What follows belongs to an exercise in optimizing a design on an open flow for small area, a short achievable clock period and few clock cycles per item; a production flow would make more cautious choices. Function was checked by simulation only, so behaviour that the tests miss may differ from the original. No activity file was given, so power comes from the tool's default toggle rates.

== main ==
## muldiv_sequencer
module muldiv_sequencer (
  input  logic        CLK,
  input  logic        RESET_N,
  input  logic        START,
  input  logic        ABORT,
  input  logic [2:0]  OP,
  input  logic [63:0] X,
  input  logic [63:0] Y,
  output logic        BUSY,
  output logic        DONE,
  output logic [63:0] RESULT
);
Size: about 390 flip-flops, roughly 200 I/O pins, ~46000 µm² of cells after synthesis.
Settings: LEC_CHECK=0, CAP_MARGIN=20, CELL_PAD_IN_SITES_DETAIL_PLACEMENT=1, CELL_PAD_IN_SITES_GLOBAL_PLACEMENT=2, CORE_MARGIN=2, CORE_UTILIZATION=30, PLACE_DENSITY=0.45, SETUP_SLACK_MARGIN=3.9, SLEW_MARGIN=20, TNS_END_PERCENT=5; clock period 8.0 ns.
run.sh (not shown) runs the stock make flow with config.mk's settings and CLKGATE_MAP_FILE= SYNTH_SCRIPT=/design/flow/synth_recipe.tcl, a recipe that flattens the netlist after the stock synthesis.
Testbench counts of main, summed over its fixed seeds: cycles 36,360, ops 3,200.
What the feature branch does differently from main at the input level:
- SETUP_SLACK_MARGIN changed from 3.9 to 4.2
Notes after the runs:
Summary of the feature branch over main: post-cts resize count went up about 170%; final worst slack went up 500 ps; CTS clock-pin slew for the worst setup and hold paths held; non-clock buffer count in the final layout went up 34; routed length on met3 went up about 2.6%.
Diff main -> the feature branch: relative contribution of the clock network to total power went down by 0.6 points, sequential fraction of total cell area went down by 0.28 points, clock latency at the later pin of the worst-skew pair held steady, power shows an increase of 0.76%.
Run comparison: main kind of critical path reg -> reg; the feature branch kind of critical path in -> reg
Comparing main and the feature branch, required time of the worst setup path is lower on the feature branch.


the previous run:
muldiv_sequencer, a different RTL version from the one above (not shown whole).
Size: ~0.048 sq mm of cells after synthesis.
Design muldiv_sequencer, start of the top module:
module muldiv_sequencer (
  input  logic        CLK,
  input  logic        RESET_N,
  input  logic        START,
  input  logic        ABORT,
  input  logic [2:0]  OP,
  input  logic [63:0] X,
  input  logic [63:0] Y,
  output logic        BUSY,
  output logic        DONE,
  output logic [63:0] RESULT
);
clock: 8.0 ns
lec_check: 0
cap_margin: 20
cell_pad_in_sites_detail_placement: 1
cell_pad_in_sites_global_placement: 2
core_margin: 2
core_utilization: 30
place_density: 0.45
setup_slack_margin: 4.3
slew_margin: 20
tns_end_percent: 25
No stage failed in the previous run, and the final checks on the layout all came back clean.
Testbench counts of the previous run, summed over its fixed seeds: cycles 36,078, ops 3,200.
The inputs of the current run differ from those of the previous run as listed below.
Settings: TNS_END_PERCENT: 25 -> 5; SETUP_SLACK_MARGIN: 4.3 -> 4.5.
Results
[the current run vs the previous run] number of cells on the worst reg-to-reg path: lower in the current run
Of the previous run and the current run, the previous run shows the higher total power, with the current run below it.
Ratio of cells with drive above 1 in the final layout (lower): the previous run
Critical path arrival, the previous run and the current run: smaller value in the current run


build 13:
RTL: one of the versions met above, not the one the previous note started from.
Size in the first run: roughly 5,900 cells after synthesis, about 390 flip-flops, ~200 I/O pins, about 46,000 µm² of cells after synthesis.
Settings: LEC_CHECK=0, CAP_MARGIN=20, CELL_PAD_IN_SITES_DETAIL_PLACEMENT=1, CELL_PAD_IN_SITES_GLOBAL_PLACEMENT=2, CORE_MARGIN=2, CORE_UTILIZATION=30, PLACE_DENSITY=0.45, SETUP_SLACK_MARGIN=5.0, SLEW_MARGIN=20, TNS_END_PERCENT=10; clock period 8.0 ns.
Testbench counts of build 13, summed over its fixed seeds: cycles 36,360, ops 3,200.
### build 13 -> build 39
Settings: swapping 10 for 5 in TNS_END_PERCENT; swapping 5.0 for 4.5 in SETUP_SLACK_MARGIN.
Results
Combinational cell fraction of total power ended up 1.0 points lower on build 39 than on build 13. Re first-pass iteration count of the detailed router: build 13 was higher than build 39. Build 39 vs build 13: layout overhead on the synthesized area down. From build 13 to build 39 the numbers moved as follows: final period demand of the worst path now sits higher; floorplan die height now sits at about the same level; total wirelength of the detailed-routed design now sits lower; setup slack after placement now sits lower. Build 39 against build 13: setup slack lower, global-route wire length before repair went down by 2.2%, critical path depth down 8. Comparing build 39 against build 13, there is no change at all in floorplan die width.
diff inputs: build 39 => build 17
Settings: CELL_PAD_IN_SITES_GLOBAL_PLACEMENT: 2 -> 1; PLACE_DENSITY: 0.45 -> 0.55; CORE_UTILIZATION: 30 -> 35.
## What came out
Compare build 39 and build 17 | overall die width lower: build 17. Build 17 vs build 39: number of cells after detailed placement down in build 17. In the flow results for build 39 and build 17, the number of cells in the finished layout apart from fillers is larger on build 39. Power consumed by sequential cells for build 17: about 1% up relative to build 39.

==> separate check: timing with driven ports <==
The results above use ideal ports. As a check the final layouts listed here were re-extracted and re-timed, cells and wires unchanged.
Step 1, drivers: a clkbuf_16 drives CLK and a buf_2 each remaining input, both assumed.
Step 2 also shifts input and output timing later by t, the mid clock arrival at the registers, as if the neighbouring blocks saw the same clock.
Slacks: ideal ports / drivers / drivers and shift; pairs: ideal ports / drivers.
run | t (ns) | setup slack, ns | latest minus earliest clock arrival (ns) | worst slew at a driven data input, ns
main | 0.790 | 3.391 / 3.391 / 2.949 | 0.026 / 0.027 | 0.06
the feature branch | 0.794 | 3.894 / 3.895 / 3.169 | 0.041 / 0.041 | 0.06
the previous run | 0.775 | 3.235 / 3.235 / 2.812 | 0.024 / 0.024 | 0.11
the current run | 0.770 | 3.363 / 3.363 / 2.698 | 0.021 / 0.021 | 0.11
build 13 | 0.778 | 3.959 / 3.959 / 3.941 | 0.055 / 0.055 | 0.07
build 39 | 0.780 | 3.864 / 3.915 / 3.147 | 0.023 / 0.023 | 0.05
build 17 | 0.760 | 3.787 / 3.835 / 3.082 | 0.041 / 0.041 | 0.06
After both steps every run listed still meets setup and hold. The setup slack of the feature branch, which loses most, moves by +0.001 ns with the drivers and by -0.725 ns with both steps.
